Context: an optimization exercise on an open-source flow, tuned for small area, a short achievable clock period and few clock cycles per item. The choices shown serve that exercise and are no tape-out recipe.
The RTL was checked by simulation tests, not by an equivalence proof against the original design.

## flow/design.v (module list and top-level ports; edited modules follow where they fit)
// module hijri_date_from_day_number: 268 lines
// module hijri_sub: 232 lines
// module hijri_est: 342 lines
// module hijri_z3: 453 lines
// module hijri_z4: 191 lines
module hijri_date_from_day_number (
  input  logic                clk,
  input  logic                rst,
  input  logic                cfg_valid,
  output logic                cfg_ready,
  input  logic [21:0]     epoch_day_number,
  input  logic                in_valid,
  output logic                in_stall,
  input  logic [21:0]     julian_day_number,
  output logic                out_valid,
  input  logic                out_stall,
  output logic [4:0]    hijri_day,
  output logic [3:0]  hijri_month,
  output logic [13:0]   hijri_year,
  output logic                leap_year_flag,
  output logic                status_code
);
  // ...
==> flow/flow/run.sh <==
#!/bin/bash
# Standard layout, with every port buffered by a buf_1 instead of the default
# buffer cell. Each tool's output goes to a log file in this folder.
set -e
cp standard.sh standard_sh.txt
export BUFFER_PORTS_ARGS="-buffer_cell sky130_fd_sc_hd__buf_1"
bash standard.sh > standard.log 2>&1
==> flow/standard.sh <==
#!/bin/bash
# synth_recipe.tcl (not shown) runs the flow's synth.tcl, then flattens the netlist and writes it again
# the make line also repeats each setting of config.mk as NAME=value (left out here)
make -C /OpenROAD-flow-scripts/flow DESIGN_CONFIG=/design/flow/config.mk WORK_HOME=/design/flow/orfs CLKGATE_MAP_FILE= SYNTH_SCRIPT=/design/flow/synth_recipe.tcl "${@:-finish}"
==> flow/config.mk <==
export PLATFORM = sky130hd
export DESIGN_NAME = hijri_date_from_day_number
export DESIGN_NICKNAME = hijri_date_from_day_number
export VERILOG_FILES = /design/flow/design.v
export SDC_FILE = /design/flow/constraint.sdc
export NUM_CORES = 4
export LEC_CHECK = 0
export CAP_MARGIN = 20
export CORE_MARGIN = 2
export CORE_UTILIZATION = 40
export SETUP_SLACK_MARGIN = 3.0
export SLEW_MARGIN = 20
==> flow/constraint.sdc <==
create_clock -name core_clock -period 7.5 [get_ports {clk}]
set_input_delay 1.5000 -clock core_clock [delete_from_list [all_inputs] [get_ports {clk}]]
set_output_delay 1.5000 -clock core_clock [all_outputs]
set_load 0.01 [all_outputs]
==> results.cfg, run 1 <==
[status]
outcome = timing/DRC/antenna clean

[setup_path]
worst_ep_arrival_time_ns = 4.50
slowest_delay_ns = 0.49
crit_path_end = s4_leap$_DFFE_PN_
r2r_slack_ns = 3.18
r2r.worst_path.cells = 21
reg2reg_to = s4_leap$_DFFE_PN_
critical_path.top_delay_family = adder cells

[placed_design]
preCtsSetupSlack_ns = 2.36

[cells_and_area]
buf_share_pct = 3.22
final_cell_mix = 223 x inv_1, 155 x ha_1, 144 x edfxtp_1
reg_top3 = epoch (22), s1_d (22)
largest_class = multi-input combinational cells
final_nets = 1609
multi_input_cells = 779

[synth]
ys_types = 74
post_synth_and_or_nand_nor_area_fraction_pct = 8.48
syn_area_um2 = 13200
synth-compound-area-share_pct = 8.79
synth_mux_area_share_pct = 1.96
synth_cells = 1192
yosysTopAreaCell = edfxtp_1

[global_route]
grt_util_met1_pct = 18.1
grt_usage_pct = 14.9

[drt]
drt-initial-drc-count = 335
vias = 8314
drt-total-wl_um = 23900

[sta]
fin_setup_tns_ns = 0
worst_slew_pin_slew_ns = 0.839
whs_ns = 0.416
fin_crit_sh_pct = 57.6

[worst_hold_path]
hp-class = reg -> reg

[clock_tree]
hold_buffers = 0
cts_root_buf = clkbuf_16
cts_tree = done
clock_latency_ns = 0.43

[floorplanning]
num_tap_cells = 442
die_h_um = 185
Testbench counts, summed over its fixed seeds: cycles 16,040, items 16,000.
==> run 2: changes to the inputs <==
--- a/flow/config.mk
+++ b/flow/config.mk
@@ -9,4 +9,5 @@
 export CORE_MARGIN = 2
 export CORE_UTILIZATION = 40
-export SETUP_SLACK_MARGIN = 3.0
+export CTS_BUF_LIST = sky130_fd_sc_hd__clkbuf_4 sky130_fd_sc_hd__clkbuf_8
+export SETUP_SLACK_MARGIN = 3.5
 export SLEW_MARGIN = 20
==> run 2 against run 1 <==
Net effect: sequential share of layout area decreased by 0.65 points; final cell count up 2.5%; utilization grew 0.92 points; largest cell class unchanged; clock skew increased by 0.0092 ns.
==> results.cfg, run 2 <==
[status]
outcome = timing/DRC/antenna clean

[floorplanning]
start_util_pct = 40.6
core_um2 = 32500
dieArea_um2 = 34400
num_rows = 66
die_x_um = 185
io_pins = 77
die_h_um = 185

[sta]
clock.fmax_mhz = 234
whs_ns = 0.424
finalSetupViolCount = 0
slew_viol_final = 0
layout_min_cycle_time_ns = 4.27
fin_crit_sh_pct = 57.0
maxSlewHeadroom_pct = 40.3
layout_setup_ws_ns = 3.23
skew_ns = 0.0197
fin_setup_tns_ns = 0
rsz0062_at_grt = yes
final-hold-violation-count = 0
worst_slew_pin_slew_ns = 0.895

[global_route]
grt_pass1_vias = 8510
grt-ovfl-total = 0
grt_antenna_before_repair = 0
grt_usage_pct = 15.3
grt_max_degree = 73
grt_pass1_wl_um = 41200

[cells_and_area]
post-route-cell-area_um2 = 15100
reg_top3 = epoch (22), s1_d (22)
area_delta_synth_final_pct = 14.8
final_common_cell = inv_1
fin_util_pct = 46.6
n_fill_cell = 3015
antennaDiodeCount = 0
drive_gt1_share_pct = 11.8
ff_latch_area_um2 = 4860
final_cell_mix = 221 x inv_1, 153 x ha_1, 144 x edfxtp_1
multi_input_area_um2 = 7680
final_nets = 1654

[flow_run]
cap_viol_max_count = 0

[drt]
drt-total-wl_um = 24800
wl_per_cell_um = 13.8
vias = 8588
drt-initial-drc-count = 351
drcViolationCount = 0
first_pass_iters = 4
ant_nets = 0
avgViaCountPerCell = 4.79

[clock_tree]
cts_made_buffers = 17
cts.sinks = 171
cts_max_level = 4
cts_tree = done
cts_root_buf = clkbuf_8
clock_latency_ns = 0.48
clk_pin_slew_ns = 0.09
clock_path_buffers = 2

[synth]
ys_top_cells_by_area = edfxtp_1 33%, fa_1 17%, ha_1 15%, inv_1 6.4%, dfxtp_1 4.1%
yosysSeqAreaShare_pct = 36.9
syn_nets = 1505
synth_warnings = 1
synth_edf_count = 144
syn_area_um2 = 13200
synth_seq_cells = 171
synth_commonest_cells = 224 x inv_1, 155 x ha_1, 144 x edfxtp_1, 109 x fa_1, 73 x nor2_1
synth_top_flop_cell = edfxtp_1
synth_most_common_cell = inv_1
synth_top_area_share_pct = 32.8
avgSynthCellArea_um2 = 11.0
synth_async_sr_flop_share_pct = 0
synth_cells = 1192
yosysTopAreaCell = edfxtp_1
ys_types = 74

[setup_path]
critical_path.endpoint_type = flip-flop
r2r_slack_ns = 3.23
crit_required_ns = 7.73
worst_ep_arrival_time_ns = 4.50
startpoint_type = flip-flop
path_class = reg -> reg
cp_max_fo = 5

[worst_hold_path]
hp-class = reg -> reg

[placed_design]
gp_congestion = 0.856
preCtsSetupSlack_ns = 2.54
portBuffers = 75
dpl_cell_area_um2 = 14000
dp_hpwl_um = 18500
[run 2: cell counts after synthesis]
Identical to the previous run, type by type.
[run 2: per-layer routing]
metal	track usage (%)	share of wire [%]
met5	0	0
met2	27.5	50
met3	2.82	3.2
met4	4.03	1.3
met1	18.8	45
[run 2: per-stage QoR]
stage,std cells
global route,1794
finish,1794
global placement,1696
floorplan,1192
detailed placement,1696
CTS,1772
[run 2: kinds of logic after synthesis]
group / Yosys count / share of synthesized area (%)
flip-flops: 171 / 36.9
other: 1 / 0.0285
XOR/XNOR: 82 / 5.51
multiplexers: 21 / 1.96
buffers and inverters: 242 / 7.00
AND/OR/NAND/NOR: 236 / 8.48
adder cells (fa/ha/maj): 264 / 31.3
AO/OA/AOI/OAI: 175 / 8.79
[run 2: timing repair]
item                                   4_1_cts  5_1_grt
gates resized for setup                     23       28
hold buffers                                 0        0
buffers inserted                            44       22
setup endpoints to repair                   23       23
pin swaps                                   11       25
endpoints found under the hold margin        0        0
cloned                                       2        0
[run 2: layout make-up]
class	count	share of cell area, %
flip-flops and latches	171	32.2
well taps	442	3.66
clock inverters	10	0.629
clock buffers	20	1.70
repair buffers	144	5.34
multi-input cells	780	50.8
inverters	226	5.67
repair inverters	1	0.0414
[run 2: worst paths after layout]
check,startpoint,to,cells past startpoint
min reg2reg,s3_y1[7]$_DFFE_PN_,s4_y1[7]$_DFFE_PN_,0
max,s3_bi[0]$_DFFE_PN_,s4_inc1$_DFFE_PN_,21
min,s3_y1[7]$_DFFE_PN_,s4_y1[7]$_DFFE_PN_,0
max reg2reg,s3_bi[0]$_DFFE_PN_,s4_inc1$_DFFE_PN_,21
[run 2: critical path: stages (launching register included)]
cell	delay, ns
edfxtp_1	0.40
inv_1	0.07
ha_1	0.22
inv_2	0.06
fa_1	0.15
inv_1	0.05
fa_2	0.33
nor2b_1	0.11
o21a_1	0.16
o21ai_2	0.06
a21oi_2	0.17
a21oi_2	0.08
fa_2	0.38
xor2_4	0.18
xnor2_4	0.26
inv_8	0.07
mux2_4	0.31
or3_4	0.34
nor3_4	0.12
inv_2	0.07
nor4_4	0.17
ha_1	0.27
==> run 3: changes to the inputs <==
--- a/flow/config.mk
+++ b/flow/config.mk
@@ -10,4 +10,4 @@
 export CORE_UTILIZATION = 40
 export CTS_BUF_LIST = sky130_fd_sc_hd__clkbuf_4 sky130_fd_sc_hd__clkbuf_8
-export SETUP_SLACK_MARGIN = 3.5
+export SETUP_SLACK_MARGIN = 4.0
 export SLEW_MARGIN = 20
==> run 3 against run 2 <==
Net effect: still clean on timing, DRC and antenna; final area rose by 2.6%; global-route usage is 1.3 points higher; synthesized area unchanged; final cell count grew 0.78%; fmax down 0.51%; worst hold slack worse by 0.0052 ns; non-clock buffer count is 11 higher; clock skew is essentially flat; register-to-register slack got worse by 0.02 ns; die area did not move.
==> results.cfg, run 3 <==
[synth]
avgSynthCellArea_um2 = 11.0
synth_top_flop_cell = edfxtp_1
synth_edf_count = 144
syn_area_um2 = 13200
synth_warnings = 1
synth_top_area_share_pct = 32.8
synth_commonest_cells = 224 x inv_1, 155 x ha_1, 144 x edfxtp_1, 109 x fa_1, 73 x nor2_1
synth_most_common_cell = inv_1
ys_top_cells_by_area = edfxtp_1 33%, fa_1 17%, ha_1 15%, inv_1 6.4%, dfxtp_1 4.1%
yosysTopAreaCell = edfxtp_1
syn_nets = 1505
yosysSeqAreaShare_pct = 36.9
synth_cells = 1192
synth_async_sr_flop_share_pct = 0
ys_types = 74
synth_seq_cells = 171

[status]
outcome = timing/DRC/antenna clean

[cells_and_area]
final_common_cell = inv_1
area_delta_synth_final_pct = 17.9
antennaDiodeCount = 0
fin_util_pct = 47.8
n_fill_cell = 3003
drive_gt1_share_pct = 15.5
final_cell_mix = 218 x inv_1, 146 x ha_1, 144 x edfxtp_1
multi_input_area_um2 = 7970
post-route-cell-area_um2 = 15500
fin_cells = 1808
reg_top3 = epoch (22), s1_d (22)
final_nets = 1666
ff_latch_area_um2 = 4860

[global_route]
grt_pass1_vias = 9070
grt_usage_pct = 16.6
grt_max_degree = 68
grt_antenna_before_repair = 0
grt_pass1_wl_um = 44500
grt-ovfl-total = 0

[sta]
fin_crit_sh_pct = 57.3
clock.fmax_mhz = 233
final-hold-violation-count = 0
rsz0062_at_grt = yes
slew_viol_final = 0
fin_setup_tns_ns = 0
finalSetupViolCount = 0
maxSlewHeadroom_pct = 45.6
skew_ns = 0.0194
layout_min_cycle_time_ns = 4.29
worst_slew_pin_slew_ns = 0.817

[setup_path]
critical_path.endpoint_type = flip-flop
critical_path.top_delay_family = adder cells
crit_buf_inv = 5
critical_path.slowest_cell = edfxtp_1
cp.depth = 21
startpoint_type = flip-flop
r2r.worst_path.cells = 21
worst_ep_arrival_time_ns = 4.52
crit_path_cell_trace = inv_1, ha_1, inv_1, fa_1, inv_1, fa_2, nor2b_1, o21a_1, o21ai_2, a21oi_2, a21oi_2, fa_2, xor2_4, xnor2_4, inv_8, mux2_4, or3_4, nor3_4, inv_2, nor4_4, ha_1
crit_required_ns = 7.72
path_class = reg -> reg
cp_max_fo = 5
cp_common_cell = inv_1
slowest_delay_ns = 0.40

[clock_tree]
cts_made_buffers = 17
cts_root_buf = clkbuf_8
hold_buffers = 0
cts_tree = done
clk_pin_slew_ns = 0.09
clock_path_buffers = 2
cts_max_level = 4
clock_latency_ns = 0.47
cts.sinks = 171

[placed_design]
portBuffers = 75
dpl_cell_area_um2 = 14100
gp_congestion = 0.829
dpl.cell_count = 1695
dp_hpwl_um = 19000

[drt]
avgViaCountPerCell = 4.81
first_pass_iters = 4
drt-total-wl_um = 26700
drcViolationCount = 0
drt-initial-drc-count = 316
ant_nets = 0
vias = 8701
wl_per_cell_um = 14.8

[worst_hold_path]
hold_path_depth = 0
hp-class = reg -> reg

[floorplanning]
core_um2 = 32500
die_h_um = 185
num_rows = 66
die_x_um = 185
io_pins = 77
dieArea_um2 = 34400
start_util_pct = 40.6

[flow_run]
cap_viol_max_count = 0
run 3: final cells by class:
type	instances	area share (%)
tap	442	3.56
sequential	171	31.3
inverter	226	5.56
clock buffer	18	1.56
multi-input combinational	782	51.4
clock inverter	14	0.613
timing repair buffer	155	6.00
run 3: worst register-to-register path, delay by kind of cell, from the launching register on:
kind | cells | cell delay [ns]
multiplexers | 1 | 0.31
adder cells (fa/ha/maj) | 5 | 1.36
XOR/XNOR | 2 | 0.41
AO/OA/AOI/OAI | 4 | 0.49
flip-flops | 1 | 0.40
AND/OR/NAND/NOR | 4 | 0.75
buffers and inverters | 5 | 0.33
run 3: repair_timing:
action,CTS,global route
gates resized for setup,62,28
endpoints found under the setup margin,41,37
buffers inserted,65,13
gates cloned,3,0
pin swaps,25,32
run 3: metal layers:
| metal | track usage, % | wire length (um) | up-vias |
|---|---|---|---|
| met3 | 3.42 | 1120 | 43 |
| li1 | - | - | 4338 |
| met1 | 19.7 | 11500 | 4122 |
| met5 | 0 | 0 | - |
| met2 | 29.6 | 13500 | 198 |
| met4 | 6.44 | 587 | 0 |
run 3: final timing paths:
check | slack [ns] | to | from
max | 3.21 | s4_inc1$_DFFE_PN_ | s3_ai[0]$_DFFE_PN_
min | 0.42 | s4_y1[1]$_DFFE_PN_ | s3_y1[1]$_DFFE_PN_
max reg2reg | 3.21 | s4_inc1$_DFFE_PN_ | s3_ai[0]$_DFFE_PN_
min reg2reg | 0.42 | s4_y1[1]$_DFFE_PN_ | s3_y1[1]$_DFFE_PN_
run 3: through the flow:
stage / setup WS [ns] / hold WS, ns
2_1_floorplan: 3.23 / 0.400
3_3_place_gp: 2.60 / 0.401
3_5_place_dp: 2.51 / 0.405
4_1_cts: 3.17 / 0.426
5_1_grt: 2.92 / 0.429
6_report: 3.21 / 0.418
run 3: logic make-up (layout without fill, tap and decap cells):
logic type      count (synthesis)  count (layout)  synth area share, %
compound gates                175             175                 8.79
flops                         171             171                 36.9
xor+xnor                       82              82                 5.51
other cells                     1               1               0.0285
simple gates                  236             239                 8.48
mux                            21              21                 1.96
buf+inv                       242             413                 7.00
fa+ha+maj                     264             264                 31.3
==> module hijri_date_from_day_number, before the edit <==
module hijri_date_from_day_number (
  input  logic                clk,
  input  logic                rst,
  input  logic                cfg_valid,
  output logic                cfg_ready,
  input  logic [21:0]     epoch_day_number,
  input  logic                in_valid,
  output logic                in_stall,
  input  logic [21:0]     julian_day_number,
  output logic                out_valid,
  input  logic                out_stall,
  output logic [4:0]    hijri_day,
  output logic [3:0]  hijri_month,
  output logic [13:0]   hijri_year,
  output logic                leap_year_flag,
  output logic                status_code
);
  localparam logic [21:0] EPOCH_RESET = 22'd1948440;
  function automatic logic is_leap(input int cyc);
    case (cyc)
      2, 5, 7, 10, 13, 16, 18, 21, 24, 26, 29: is_leap = 1'b1;
      default: is_leap = 1'b0;
    endcase
  endfunction
  logic adv;
  assign adv       = !(out_valid && out_stall);
  assign in_stall  = !adv;
  assign cfg_ready = 1'b1;
  logic [21:0] epoch;
  always_ff @(posedge clk) begin
    if (rst)            epoch <= EPOCH_RESET;
    else if (cfg_valid) epoch <= epoch_day_number;
  end
  logic [21:0] diff;
  logic        nb;
  hijri_sub u_sub (.j(julian_day_number), .e(epoch), .d(diff), .nb(nb));
  logic        s1_valid, s1_err;
  logic [21:0] s1_d;
  always_ff @(posedge clk) begin
    if (rst)      s1_valid <= 1'b0;
    else if (adv) s1_valid <= in_valid;
  end
  always_ff @(posedge clk) begin
    if (adv) begin
      s1_err <= !nb;
      s1_d   <= diff;
    end
  end
  logic [13:0] qe;
  hijri_est u_est (.x(s1_d[21:8]), .q(qe));
  logic        s2_valid, s2_err;
  logic [9:0]  s2_d;
  logic [13:0] s2_q;
  always_ff @(posedge clk) begin
    if (rst)      s2_valid <= 1'b0;
    else if (adv) s2_valid <= s1_valid;
  end
  always_ff @(posedge clk) begin
    if (adv) begin
      s2_err <= s1_err;
      s2_d   <= s1_d[9:0];
      s2_q   <= qe;
    end
  end
  logic [9:0] ai, bi;
  logic       c1, t, c2f;
  hijri_z3 u_z3 (.d(s2_d), .q(s2_q), .ai(ai), .bi(bi), .c1(c1), .t(t), .c2f(c2f));
  logic [5:0] nsum;
  logic [2:0] lp;
  always_comb begin
    nsum = 6'(s2_q[3:0]) + 6'(s2_q[7:4]) + 6'(s2_q[11:8]) + 6'(s2_q[13:12]);
    case ({s2_q[0], nsum})
      7'd0: lp = 3'b010;
      7'd1: lp = 3'b010;
      7'd2: lp = 3'b100;
      7'd3: lp = 3'b100;
      7'd4: lp = 3'b101;
      7'd5: lp = 3'b001;
      7'd6: lp = 3'b001;
      7'd7: lp = 3'b010;
      7'd8: lp = 3'b010;
      7'd9: lp = 3'b010;
      7'd10: lp = 3'b100;
      7'd11: lp = 3'b100;
      7'd12: lp = 3'b001;
      7'd13: lp = 3'b001;
      7'd14: lp = 3'b010;
      7'd15: lp = 3'b010;
      7'd16: lp = 3'b010;
      7'd17: lp = 3'b100;
      7'd18: lp = 3'b100;
      7'd19: lp = 3'b101;
      7'd20: lp = 3'b001;
      7'd21: lp = 3'b001;
      7'd22: lp = 3'b010;
      7'd23: lp = 3'b010;
      7'd24: lp = 3'b010;
      7'd25: lp = 3'b100;
      7'd26: lp = 3'b100;
      7'd27: lp = 3'b001;
      7'd28: lp = 3'b001;
      7'd29: lp = 3'b010;
      7'd30: lp = 3'b010;
      7'd31: lp = 3'b010;
      7'd32: lp = 3'b100;
      7'd33: lp = 3'b100;
      7'd34: lp = 3'b101;
      7'd35: lp = 3'b001;
      7'd36: lp = 3'b001;
      7'd37: lp = 3'b010;
      7'd38: lp = 3'b010;
      7'd39: lp = 3'b010;
      7'd40: lp = 3'b100;
      7'd41: lp = 3'b100;
      7'd42: lp = 3'b001;
      7'd43: lp = 3'b001;
      7'd44: lp = 3'b010;
      7'd45: lp = 3'b010;
      7'd46: lp = 3'b010;
      7'd47: lp = 3'b100;
      7'd48: lp = 3'b100;
      7'd64: lp = 3'b101;
      7'd65: lp = 3'b001;
      7'd66: lp = 3'b001;
      7'd67: lp = 3'b010;
      7'd68: lp = 3'b010;
      7'd69: lp = 3'b010;
      7'd70: lp = 3'b100;
      7'd71: lp = 3'b100;
      7'd72: lp = 3'b101;
      7'd73: lp = 3'b001;
      7'd74: lp = 3'b001;
      7'd75: lp = 3'b010;
      7'd76: lp = 3'b010;
      7'd77: lp = 3'b100;
      7'd78: lp = 3'b100;
      7'd79: lp = 3'b101;
      7'd80: lp = 3'b001;
      7'd81: lp = 3'b001;
      7'd82: lp = 3'b010;
      7'd83: lp = 3'b010;
      7'd84: lp = 3'b010;
      7'd85: lp = 3'b100;
      7'd86: lp = 3'b100;
      7'd87: lp = 3'b101;
      7'd88: lp = 3'b001;
      7'd89: lp = 3'b001;
      7'd90: lp = 3'b010;
      7'd91: lp = 3'b010;
      7'd92: lp = 3'b100;
      7'd93: lp = 3'b100;
      7'd94: lp = 3'b101;
      7'd95: lp = 3'b001;
      7'd96: lp = 3'b001;
      7'd97: lp = 3'b010;
      7'd98: lp = 3'b010;
      7'd99: lp = 3'b010;
      7'd100: lp = 3'b100;
      7'd101: lp = 3'b100;
      7'd102: lp = 3'b101;
      7'd103: lp = 3'b001;
      7'd104: lp = 3'b001;
      7'd105: lp = 3'b010;
      7'd106: lp = 3'b010;
      7'd107: lp = 3'b100;
      7'd108: lp = 3'b100;
      7'd109: lp = 3'b101;
      7'd110: lp = 3'b001;
      7'd111: lp = 3'b001;
      7'd112: lp = 3'b010;
      default: lp = 3'b000;
    endcase
  end
  logic        s3_valid, s3_err, s3_c1, s3_t, s3_c2f;
  logic [9:0]  s3_ai, s3_bi;
  logic [13:0] s3_y1;
  logic [2:0]  s3_lp;
  always_ff @(posedge clk) begin
    if (rst)      s3_valid <= 1'b0;
    else if (adv) s3_valid <= s2_valid;
  end
  always_ff @(posedge clk) begin
    if (adv) begin
      s3_err <= s2_err;
      s3_ai  <= ai;
      s3_bi  <= bi;
      s3_c1  <= c1;
      s3_t   <= t;
      s3_c2f <= c2f;
      s3_y1  <= s2_q + 14'd1;
      s3_lp  <= lp;
    end
  end
  logic [9:0]  zi, z2;
  logic        fix, leap_y, leap_n, ovf;
  logic [8:0]  doy;
  hijri_z4 u_z4 (.ai(s3_ai), .bi(s3_bi), .c1(s3_c1), .t(s3_t), .c2f(s3_c2f), .zi(zi), .z2(z2));
  always_comb begin
    fix    = !z2[9];
    doy    = fix ? z2[8:0] : zi[8:0];
    leap_y = fix ? s3_lp[1] : s3_lp[0];
    leap_n = fix ? s3_lp[2] : s3_lp[1];
    ovf    = !leap_y && (doy == 9'd354);
  end
  logic        s4_valid, s4_err, s4_ovf, s4_leap, s4_inc1, s4_inc2;
  logic [5:0]  s4_dlo;
  logic [4:0]  s4_ge;
  logic [13:0] s4_y1;
  always_ff @(posedge clk) begin
    if (rst)      s4_valid <= 1'b0;
    else if (adv) s4_valid <= s3_valid;
  end
  always_ff @(posedge clk) begin
    if (adv) begin
      s4_err  <= s3_err;
      s4_ovf  <= ovf;
      s4_leap <= ovf ? leap_n : leap_y;
      s4_dlo  <= doy[5:0];
      s4_ge   <= {doy >= 9'd295, doy >= 9'd236, doy >= 9'd177, doy >= 9'd118, doy >= 9'd59};
      s4_y1   <= s3_y1;
      s4_inc1 <= fix ^ ovf;
      s4_inc2 <= fix & ovf;
    end
  end
  logic [2:0] m2;
  logic [5:0] r;
  logic       h;
  logic [4:0] dd;
  logic [13:0] t1, t2, year;
  always_comb begin
    case (s4_ge)
      5'b00000: begin m2 = 3'd0; r = s4_dlo; end
      5'b00001: begin m2 = 3'd1; r = s4_dlo + 6'd5; end
      5'b00011: begin m2 = 3'd2; r = s4_dlo + 6'd10; end
      5'b00111: begin m2 = 3'd3; r = s4_dlo + 6'd15; end
      5'b01111: begin m2 = 3'd4; r = s4_dlo + 6'd20; end
      default:  begin m2 = 3'd5; r = s4_dlo + 6'd25; end
    endcase
    h  = r >= 6'd30;
    dd = 5'(r) + {3'b000, h, 1'b1};
    for (int i = 0; i < 14; i++) begin
      t1[i] = &(s4_y1 | ~((14'd1 << i) - 14'd1));
      t2[i] = (i == 0) ? 1'b0 : &(s4_y1 | ~((14'd1 << i) - 14'd2));
    end
    year = s4_y1 ^ ({14{s4_inc1}} & t1) ^ ({14{s4_inc2}} & t2);
  end
  always_ff @(posedge clk) begin
    if (rst)      out_valid <= 1'b0;
    else if (adv) out_valid <= s4_valid;
  end
  always_ff @(posedge clk) begin
    if (adv) begin
      if (s4_err) begin
        hijri_day      <= '0;
        hijri_month    <= '0;
        hijri_year     <= '0;
        leap_year_flag <= 1'b0;
        status_code    <= 1'b1;
      end else begin
        hijri_day      <= s4_ovf ? 5'd1 : dd;
        hijri_month    <= s4_ovf ? 4'd1 : {m2, 1'b0} + {3'b000, h} + 4'd1;
        hijri_year     <= year;
        leap_year_flag <= s4_leap;
        status_code    <= 1'b0;
      end
    end
  end
endmodule
==> run 4: changes to the inputs <==
--- a/flow/design.v
+++ b/flow/design.v
@@ -196,10 +196,17 @@
   logic [8:0]  doy;
   hijri_z4 u_z4 (.ai(s3_ai), .bi(s3_bi), .c1(s3_c1), .t(s3_t), .c2f(s3_c2f), .zi(zi), .z2(z2));
+  logic        eqi, eq2;
+  logic [4:0]  gei, ge2, ge;
   always_comb begin
     fix    = !z2[9];
     doy    = fix ? z2[8:0] : zi[8:0];
+    eqi    = zi[8:0] == 9'd354;
+    eq2    = z2[8:0] == 9'd354;
+    gei    = {zi[8:0] >= 9'd295, zi[8:0] >= 9'd236, zi[8:0] >= 9'd177, zi[8:0] >= 9'd118, zi[8:0] >= 9'd59};
+    ge2    = {z2[8:0] >= 9'd295, z2[8:0] >= 9'd236, z2[8:0] >= 9'd177, z2[8:0] >= 9'd118, z2[8:0] >= 9'd59};
+    ge     = fix ? ge2 : gei;
     leap_y = fix ? s3_lp[1] : s3_lp[0];
     leap_n = fix ? s3_lp[2] : s3_lp[1];
-    ovf    = !leap_y && (doy == 9'd354);
+    ovf    = fix ? (!s3_lp[1] && eq2) : (!s3_lp[0] && eqi);
   end
   logic        s4_valid, s4_err, s4_ovf, s4_leap, s4_inc1, s4_inc2;
@@ -217,5 +224,5 @@
       s4_leap <= ovf ? leap_n : leap_y;
       s4_dlo  <= doy[5:0];
-      s4_ge   <= {doy >= 9'd295, doy >= 9'd236, doy >= 9'd177, doy >= 9'd118, doy >= 9'd59};
+      s4_ge   <= ge;
       s4_y1   <= s3_y1;
       s4_inc1 <= fix ^ ovf;
--- a/flow/config.mk
+++ b/flow/config.mk
@@ -8,6 +8,6 @@
 export CAP_MARGIN = 20
 export CORE_MARGIN = 2
-export CORE_UTILIZATION = 40
+export CORE_UTILIZATION = 60
 export CTS_BUF_LIST = sky130_fd_sc_hd__clkbuf_4 sky130_fd_sc_hd__clkbuf_8
-export SETUP_SLACK_MARGIN = 4.0
+export SETUP_SLACK_MARGIN = 3.0
 export SLEW_MARGIN = 20
==> run 4 against run 3 <==
Net effect: final cell count decreased by 12%; synthesized cell count increased by 2.2%; die area decreased by 32%; clock skew increased by 0.0036 ns; routed wire length decreased by 12%; global-route usage increased by 4.8 points; largest cell class unchanged; highest routed layer unchanged.
==> results.cfg, run 4 <==
[drt]
vias = 8492
drcViolationCount = 0
avgViaCountPerCell = 5.34
ant_nets = 0
drt-initial-drc-count = 397
wl_per_cell_um = 14.8
first_pass_iters = 5
drt-total-wl_um = 23600

[synth]
yosysTopAreaCell = edfxtp_1
syn_nets = 1530
post_synth_and_or_nand_nor_area_fraction_pct = 8.71
synth_top_family_by_area = adder cells
avgSynthCellArea_um2 = 11.0
ys_types = 74
ys_top_cells_by_area = edfxtp_1 32%, fa_1 16%, ha_1 14%, inv_1 6.4%, dfxtp_1 4.0%
syn_area_um2 = 13400
synth_top_area_share_pct = 32.3
synth_most_common_cell = inv_1
synthXorXnorAreaFrac_pct = 5.82
synth_commonest_cells = 227 x inv_1, 154 x ha_1, 144 x edfxtp_1, 109 x fa_1, 69 x nor2_1
synth_warnings = 1
synth_edf_count = 144
synth_cells = 1218
synth-compound-area-share_pct = 9.90
yosysSeqAreaShare_pct = 36.3
synth_mux_area_share_pct = 1.53
synth_top_flop_cell = edfxtp_1
synth_adder_area_share_pct = 30.7
synth_seq_cells = 171
synth_async_sr_flop_share_pct = 0

[clock_tree]
cts.sinks = 171
cts_made_buffers = 17
clock_path_buffers = 2
clk_pin_slew_ns = 0.11
cts_max_level = 4
cts_tree = done
postCtsSetupBuffers = 0
cts_root_buf = clkbuf_8
clock_latency_ns = 0.48

[sta]
layout_setup_ws_ns = 3.23
skew_ns = 0.0230
worst_slew_pin_slew_ns = 0.892
fin_crit_sh_pct = 56.9
rsz0062_at_grt = no
final-hold-violation-count = 0
layout_min_cycle_time_ns = 4.27
fin_setup_tns_ns = 0
clock.fmax_mhz = 234
finalSetupViolCount = 0
maxSlewHeadroom_pct = 40.5
slew_viol_final = 0

[cells_and_area]
final_cell_mix = 227 x inv_1, 154 x ha_1, 144 x edfxtp_1
drive_gt1_share_pct = 4.96
final_common_cell = inv_1
antennaDiodeCount = 0
reg_top3 = epoch (22), s1_d (22)
fin_util_pct = 65.9
final_nets = 1609
area_delta_synth_final_pct = 7.80

[setup_path]
crit_path_cell_trace = fa_1, fa_1, inv_1, fa_1, inv_1, ha_1, ha_1, o21bai_1, a21oi_1, o21bai_1, a31oi_1, o21ai_0, o41a_1
rr_startpoint = s2_q[8]$_DFFE_PN_
crit_required_ns = 7.74
r2r.worst_path.cells = 13
crit_path_end = s3_c2f$_DFFE_PN_
critical_path.top_delay_family = adder cells
cp_common_cell = fa_1
critical_path.slowest_cell = edfxtp_1
slowest_delay_ns = 0.74
r2r_slack_ns = 3.23
cp.depth = 13
worst_ep_arrival_time_ns = 4.50
startpoint_type = flip-flop
cp-startpoint = s2_q[8]$_DFFE_PN_
reg2reg_to = s3_c2f$_DFFE_PN_
path_class = reg -> reg
crit_buf_inv = 2
critical_path.endpoint_type = flip-flop
cp_max_fo = 10

[floorplanning]
start_util_pct = 61.2
core_um2 = 21900
die_x_um = 153
io_pins = 77
die_h_um = 153
num_rows = 54
dieArea_um2 = 23500

[global_route]
grt_antenna_before_repair = 0
grt-ovfl-total = 0
grt_max_degree = 80
grt_pass1_wl_um = 40700
grt_usage_pct = 21.4
grt_pass1_vias = 8645

[placed_design]
dp_hpwl_um = 19200
portBuffers = 75
preCtsSetupSlack_ns = 3.02
gp_congestion = 0.845

[worst_hold_path]
hp-class = reg -> reg

[status]
outcome = timing/DRC/antenna clean

[flow_run]
cap_viol_max_count = 0
run 4: changes by cell type after synthesis, moves of 4 or more:
| cell | previous run | this run |
|---|---|---|
| o21a_1 | 6 | 10 |
| o21bai_1 | 4 | 8 |
| o21ai_0 | 28 | 32 |
| xor2_1 | 31 | 37 |
| a21oi_2 | 0 | 4 |
| a211oi_1 | 12 | 3 |
| a311oi_1 | 1 | 5 |
| nand3_1 | 25 | 15 |
| nand4_1 | 4 | 8 |
| and3_1 | 3 | 7 |
| nor2_1 | 73 | 69 |
run 4: final cells by class:
type                            count  area (um2)
Sequential cell                   171        4860
Multi-Input combinational cell    801        7630
Inverter                          228         856
Timing Repair Buffer               78         304
Clock buffer                       17         234
Clock inverter                     15         194
Fill cell                        1749        7460
Tap cell                          280         350
run 4: through the flow:
step | cells | hold slack [ns] | instance area [um2]
after global routing | 1590 | 0.426 | 14400
after CTS | 1590 | 0.424 | 14400
final | 1590 | 0.421 | 14400
after detailed placement | 1558 | 0.405 | 14000
after floorplan | 1218 | 0.400 | 13400
after global placement | 1558 | 0.401 | 14000
run 4: per-layer routing:
metal | part of all wire [%] | global-route usage (%)
met5 | 0 | 0
met4 | 1.9 | 5.81
met3 | 3.5 | 4.14
met2 | 51 | 37.9
met1 | 44 | 26.9
run 4: what timing repair did:
action                                  CTS  global route
hold buffers                              0             0
resized for setup                         0             4
endpoints found under the setup margin    0             9
run 4: worst min-delay path by stage:
stage / startpoint / to / slack, ns / cells after the start
after floorplan: s1_d[0]$_DFFE_PN_ / s2_d[0]$_DFFE_PN_ / 0.40 / 0
after global placement: s2_err$_DFFE_PN_ / s3_err$_DFFE_PN_ / 0.40 / 0
after detailed placement: s3_y1[3]$_DFFE_PN_ / s4_y1[3]$_DFFE_PN_ / 0.40 / 0
after CTS: s3_y1[4]$_DFFE_PN_ / s4_y1[4]$_DFFE_PN_ / 0.42 / 0
after global routing: s3_y1[4]$_DFFE_PN_ / s4_y1[4]$_DFFE_PN_ / 0.43 / 0
final: s3_y1[3]$_DFFE_PN_ / s4_y1[3]$_DFFE_PN_ / 0.42 / 0
run 4: cell families after synthesis:
group / after synthesis
other: 1
and+or+nand+nor: 238
DFF: 171
xor gates and xnor gates: 89
buffers and inverters: 246
AOI/OAI and AO/OA: 192
muxes: 18
adders and majority gates: 263
Testbench counts of run 4, summed over its fixed seeds: cycles 16,040, items 16,000.
==> run 5: changes to the inputs <==
--- a/flow/config.mk
+++ b/flow/config.mk
@@ -8,5 +8,5 @@
 export CAP_MARGIN = 20
 export CORE_MARGIN = 2
-export CORE_UTILIZATION = 60
+export CORE_UTILIZATION = 40
 export CTS_BUF_LIST = sky130_fd_sc_hd__clkbuf_4 sky130_fd_sc_hd__clkbuf_8
 export SETUP_SLACK_MARGIN = 3.0
==> run 5 against run 4 <==
Net effect: final area is 0.94% higher; flip-flop and latch count stayed put; highest routed layer unchanged; synthesized cell count stayed put; largest cell class unchanged; worst setup slack lost 0.023 ns; clock skew fell by 0.0078 ns.
==> results.cfg, run 5 <==
[global_route]
grt_antenna_before_repair = 0
grt-ovfl-total = 0
grt_usage_pct = 14.6
grt_max_degree = 92
grt_pass1_wl_um = 41200
grt_pass1_vias = 8459

[setup_path]
rr_startpoint = s3_ai[0]$_DFFE_PN_
r2r.worst_path.cells = 19
critical_path.endpoint_type = flip-flop
worst_ep_arrival_time_ns = 4.58
crit_path_cell_trace = inv_1, ha_1, inv_1, fa_1, inv_1, fa_1, nor2b_1, o21a_1, o21ai_0, a21o_1, a21boi_1, nor2_1, fa_1, xnor2_2, xor2_2, nor2_2, nand4_1, or4_4, o21ai_0
crit_required_ns = 7.79
slowest_delay_ns = 0.46
cp_max_fo = 10
critical_path.slowest_cell = or4_4
reg2reg_to = s4_ovf$_DFFE_PN_
startpoint_type = flip-flop
r2r_slack_ns = 3.21
path_class = reg -> reg

[synth]
avgSynthCellArea_um2 = 11.0
synth_commonest_cells = 227 x inv_1, 154 x ha_1, 144 x edfxtp_1, 109 x fa_1, 69 x nor2_1
synth_async_sr_flop_share_pct = 0
ys_types = 74
synth_seq_cells = 171
ys_top_cells_by_area = edfxtp_1 32%, fa_1 16%, ha_1 14%, inv_1 6.4%, dfxtp_1 4.0%
synth_cells = 1218
synth_top_flop_cell = edfxtp_1
synth_most_common_cell = inv_1
synth_edf_count = 144
yosysSeqAreaShare_pct = 36.3
syn_area_um2 = 13400
synth_warnings = 1
syn_nets = 1530
yosysTopAreaCell = edfxtp_1
synth_top_area_share_pct = 32.3

[worst_hold_path]
hp-class = reg -> reg
hold-path-endpoint = s4_y1[0]$_DFFE_PN_
hold_path_depth = 0
hold_start = s3_y1[0]$_DFFE_PN_

[cells_and_area]
ff_latch_area_um2 = 4860
final_nets = 1609
n_fill_cell = 3190
multi_input_area_um2 = 7630
final_common_cell = inv_1
final_cell_mix = 227 x inv_1, 154 x ha_1, 144 x edfxtp_1
reg_top3 = epoch (22), s1_d (22)
drive_gt1_share_pct = 4.89
antennaDiodeCount = 0
post-route-cell-area_um2 = 14600
area_delta_synth_final_pct = 8.82
fin_util_pct = 43.8

[floorplanning]
die_x_um = 187
die_h_um = 187
start_util_pct = 40.2
io_pins = 77
core_um2 = 33300
num_rows = 67
dieArea_um2 = 35000

[placed_design]
dp_hpwl_um = 19700
portBuffers = 75
gp_congestion = 0.886
dpl_cell_area_um2 = 14200

[drt]
wl_per_cell_um = 14.0
first_pass_iters = 5
drt-initial-drc-count = 387
vias = 8469
drcViolationCount = 0
drt-total-wl_um = 24500
ant_nets = 0
avgViaCountPerCell = 4.82

[status]
outcome = timing/DRC/antenna clean

[sta]
layout_min_cycle_time_ns = 4.29
final-hold-violation-count = 0
fin_setup_tns_ns = 0
finalSetupViolCount = 0
clock.fmax_mhz = 233
worst_slew_pin_slew_ns = 0.811
fin_crit_sh_pct = 57.2
slew_viol_final = 0
rsz0062_at_grt = no
maxSlewHeadroom_pct = 46.0
skew_ns = 0.0153
whs_ns = 0.411

[clock_tree]
cts_tree = done
postCtsSetupBuffers = 0
cts.sinks = 171
cts_made_buffers = 17
hold_buffers = 0
cts_max_level = 4
clock_path_buffers = 2
cts_root_buf = clkbuf_8
clock_latency_ns = 0.47
clk_pin_slew_ns = 0.09

[flow_run]
cap_viol_max_count = 0
[run 5: cell count changes in the layout (fill, tap and decap cells not counted), moves of 2 or more]
cell	change
clkinv_4	+2
clkinv_2	+2
inv_8	-4
clkinv_8	-4
inv_6	+3
[run 5: critical path, delay by kind of cell, from the launching register on]
family,cells,cell delay [ns]
adders and majority gates,4,1.19
xor gates and xnor gates,2,0.51
buffers and inverters,3,0.19
and+or+nand+nor,5,0.99
AOI/OAI and AO/OA,5,0.81
DFF,1,0.42
[run 5: kinds of logic after synthesis]
group	synth area share (%)
AOI/OAI and AO/OA	9.90
muxes	1.53
buffers and inverters	6.99
other	0.0280
adders and majority gates	30.7
and+or+nand+nor	8.71
xor gates and xnor gates	5.82
DFF	36.3
[run 5: worst max-delay path by stage]
stage | from | endpoint | slack (ns) | cells past startpoint
3_5_place_dp | s3_ai[0]$_DFFE_PN_ | s4_ovf$_DFFE_PN_ | 3.02 | 19
6_report | s3_ai[0]$_DFFE_PN_ | s4_ovf$_DFFE_PN_ | 3.21 | 19
5_1_grt | s3_ai[0]$_DFFE_PN_ | s4_ovf$_DFFE_PN_ | 2.99 | 19
4_1_cts | s3_ai[0]$_DFFE_PN_ | s4_ovf$_DFFE_PN_ | 3.01 | 16
2_1_floorplan | out_stall | in_stall | 3.15 | 2
3_3_place_gp | s3_ai[0]$_DFFE_PN_ | s4_ovf$_DFFE_PN_ | 3.16 | 19
[run 5: layer usage]
layer	share of wire, %	wire, um	global-route usage [%]	vias up
li1	-	-	-	4278
met1	46	11300	18.8	3981
met2	48	11900	24.9	176
met3	3.4	837	2.65	34
met4	2.3	554	5.01	0
met5	0	0	0	-
[run 5: area by class of cell]
cell class,instances,area share (%)
Multi-Input combinational cell,801,52.4
Sequential cell,171,33.4
Inverter,228,5.87
Tap cell,448,3.85
Timing Repair Buffer,78,2.09
Clock buffer,18,1.66
Clock inverter,14,0.781
[run 5: what timing repair did]
action	in CTS	in global routing
pin swaps	0	0
resized for setup	1	3
endpoints found under the setup margin	1	3
[run 5: stage by stage]
stage	instances	worst slack, ns
2_1_floorplan	1218	3.15
3_3_place_gp	1726	3.16
3_5_place_dp	1726	3.02
4_1_cts	1758	3.01
5_1_grt	1758	2.99
6_report	1758	3.21
==> run 6: changes to the inputs <==
==> flow/flow/run.sh (replaced) <==
#!/bin/bash
# Standard layout, except: every port is buffered by a buf_1 instead of the
# default buffer cell, and Yosys's synth runs with -noabc, so that its quick
# ABC pass does not reshape the generated adder trees before the full and half
# adders are extracted (the registers are the same as the standard synthesis's).
# Each tool's output goes to a log file in this folder.
set -e
cp standard.sh standard_sh.txt
export BUFFER_PORTS_ARGS="-buffer_cell sky130_fd_sc_hd__buf_1"
export SYNTH_ARGS="-noabc"
bash standard.sh > standard.log 2>&1
==> run 6 against run 5 <==
Net effect: highest routed layer unchanged; sequential share of layout area grew 0.083 points; clock skew fell by 0.00059 ns; register-to-register slack worse by 0.03 ns; synthesized cell count down 0.66%; worst hold slack improved by 0.014 ns; final cell count decreased by 0.28%; routed wire length is 2.7% lower.
==> results.cfg, run 6 <==
[placed_design]
portBuffers = 75
dp_hpwl_um = 18500
gp_congestion = 0.832

[synth]
synth_cells = 1210
synth_commonest_cells = 247 x inv_1, 147 x ha_1, 144 x edfxtp_1, 110 x fa_1, 65 x nor2_1
syn_nets = 1516
yosysSeqAreaShare_pct = 36.8
ys_top_cells_by_area = edfxtp_1 33%, fa_1 17%, ha_1 14%, inv_1 7.0%, dfxtp_1 4.1%
synth_async_sr_flop_share_pct = 0
synth_top_flop_cell = edfxtp_1
synth_most_common_cell = inv_1
synth_edf_count = 144
syn_area_um2 = 13200
synth_top_area_share_pct = 32.7
avgSynthCellArea_um2 = 10.9
ys_types = 84
synth_seq_cells = 171
yosysTopAreaCell = edfxtp_1
synth_warnings = 1

[setup_path]
r2r.worst_path.cells = 14
critical_path.endpoint_type = flip-flop
worst_ep_arrival_time_ns = 4.54
path_class = reg -> reg
r2r_slack_ns = 3.19
crit_path_end = s2_q[8]$_DFFE_PN_
cp-startpoint = s1_d[10]$_DFFE_PN_
startpoint_type = flip-flop
rr_startpoint = s1_d[10]$_DFFE_PN_
reg2reg_to = s2_q[8]$_DFFE_PN_
cp_max_fo = 4
crit_required_ns = 7.73

[floorplanning]
num_rows = 66
die_x_um = 186
start_util_pct = 40.7
io_pins = 77
die_h_um = 186
core_um2 = 32500
dieArea_um2 = 34500

[flow_run]
cap_viol_max_count = 0

[clock_tree]
cts_made_buffers = 17
cts_root_buf = clkbuf_8
clock_latency_ns = 0.48
clk_pin_slew_ns = 0.09
clock_path_buffers = 2
cts_max_level = 4
cts.sinks = 171
cts_tree = done

[sta]
skew_ns = 0.0147
final-hold-violation-count = 0
layout_min_cycle_time_ns = 4.31
fin_setup_tns_ns = 0
finalSetupViolCount = 0
slew_viol_final = 0
maxSlewHeadroom_pct = 46.3
clock.fmax_mhz = 232
worst_slew_pin_slew_ns = 0.806
fin_crit_sh_pct = 57.5
rsz0062_at_grt = yes

[global_route]
grt_util_met1_pct = 18.9
grt_pass1_vias = 8636
grt_pass1_wl_um = 41200
use_met2_pct = 26.8
grt-ovfl-total = 0
gr-usage-met3_pct = 2.50
grt_antenna_before_repair = 0
grt_max_degree = 86
top_usage_layer = met2
grt_usage_pct = 15.0

[cells_and_area]
final_common_cell = inv_1
antennaDiodeCount = 0
area_delta_synth_final_pct = 9.90
final_cell_mix = 246 x inv_1, 146 x ha_1, 144 x edfxtp_1
final_nets = 1604
reg_top3 = epoch (22), s1_d (22)
drive_gt1_share_pct = 5.42
fin_util_pct = 44.7

[drt]
drcViolationCount = 0
drt-initial-drc-count = 357
ant_nets = 0
avgViaCountPerCell = 4.79
vias = 8396
wl_per_cell_um = 13.6
drt-total-wl_um = 23900
first_pass_iters = 4

[status]
outcome = timing/DRC/antenna clean

[worst_hold_path]
hp-class = reg -> reg
hold_path_depth = 0
[run 6: cell count changes in the layout (fill, tap and decap cells not counted), sizes merged, moves of 5 or more]
cell	before	now
inv	234	259
nand2	67	54
ha	154	147
a21oi	57	51
mux2i	16	11
a21o	13	20
a211oi	3	9
buf	78	86
[run 6: worst min path at each step]
stage | start | endpoint
floorplan | s1_d[0]$_DFFE_PN_ | s2_d[0]$_DFFE_PN_
global placement | s3_y1[0]$_DFFE_PN_ | s4_y1[0]$_DFFE_PN_
detailed placement | s1_err$_DFFE_PN_ | s2_err$_DFFE_PN_
CTS | s1_d[7]$_DFFE_PN_ | s2_d[7]$_DFFE_PN_
global route | s1_d[7]$_DFFE_PN_ | s2_d[7]$_DFFE_PN_
finish | s3_y1[4]$_DFFE_PN_ | s4_y1[4]$_DFFE_PN_
[run 6: cell type report]
cell class | count | area, um2
Sequential cell | 171 | 4860
Inverter | 250 | 942
Fill cell | 3143 | 18000
Tap cell | 442 | 553
Multi-Input combinational cell | 772 | 7400
Clock inverter | 15 | 176
Timing Repair Buffer | 86 | 368
Clock buffer | 17 | 234
[run 6: kinds of logic (layout without fill, tap and decap cells)]
family | count (synthesis) | in the layout | synth area share (%)
other | 1 | 1 | 0.0284
adders and majority gates | 257 | 257 | 30.6
DFF | 171 | 171 | 36.8
and+or+nand+nor | 213 | 213 | 7.98
xor gates and xnor gates | 81 | 81 | 5.36
buffers and inverters | 267 | 368 | 7.66
muxes | 12 | 12 | 0.918
AOI/OAI and AO/OA | 208 | 208 | 10.7
[run 6: routing by layer]
| layer | vias to the layer above | routed length, um |
|---|---|---|
| met5 | - | 0 |
| met4 | 0 | 247 |
| met3 | 14 | 665 |
| met2 | 123 | 12100 |
| met1 | 4011 | 10900 |
| li1 | 4248 | - |
[run 6: through the flow]
step / setup WS [ns] / hold slack, ns / cells / area [um2]
2_1_floorplan: 3.10 / 0.400 / 1210 / 13200
3_3_place_gp: 2.91 / 0.401 / 1715 / 14000
3_5_place_dp: 2.86 / 0.405 / 1715 / 14000
4_1_cts: 2.95 / 0.425 / 1747 / 14500
5_1_grt: 2.95 / 0.431 / 1753 / 14500
6_report: 3.19 / 0.425 / 1753 / 14500
[run 6: critical path: stages, from the launching register on]
cell       delay [ns]
edfxtp_1         0.50
fa_1             0.56
inv_1            0.05
fa_1             0.45
fa_1             0.49
inv_1            0.07
ha_4             0.26
a21o_1           0.16
a21o_1           0.18
o31a_1           0.35
o2111ai_2        0.24
nand2_1          0.11
a21o_1           0.18
fa_2             0.33
xor2_1           0.14
[run 6: timing repair]
item,in CTS,in global routing
pin swaps,0,8
setup endpoints to repair,3,6
gates resized for setup,2,5
hold endpoints to repair,0,0
setup buffers,0,6
hold buffers,0,0

-- port drivers added, routing unchanged --
How much do the figures lean on ideal ports? The routed layouts below were timed once more, with nothing changed but the port constraints. Step 1: set_driving_cell puts a clkbuf_16 on clk and a buf_2 on each other input, an assumption about the parent block. Step 2 times the ports against the registers' clock, not the clock port: input delays grow and output delays shrink by t, the midpoint of the rising clock arrivals with the driver on. Slacks: ideal ports / drivers / drivers and shift; pairs: ideal ports / drivers.
run	t, ns	setup WS [ns]	hold WS [ns]	pins driven straight from the clock port
run 1	0.476	3.177 / 3.177 / 3.177	0.416 / 0.416 / 0.416	1
run 2	0.512	3.228 / 3.228 / 3.228	0.424 / 0.424 / 0.424	1
run 3	0.508	3.206 / 3.206 / 3.206	0.418 / 0.418 / 0.418	1
run 4	0.507	3.234 / 3.234 / 3.234	0.421 / 0.421 / 0.421	1
run 5	0.508	3.212 / 3.212 / 3.212	0.411 / 0.411 / 0.411	1
run 6	0.510	3.185 / 3.185 / 3.143	0.425 / 0.425 / 0.425	1
After both steps every run listed still meets setup and hold. The setup slack of run 6, which loses most, moves by 0.000 ns with the drivers and by -0.042 ns with both steps.
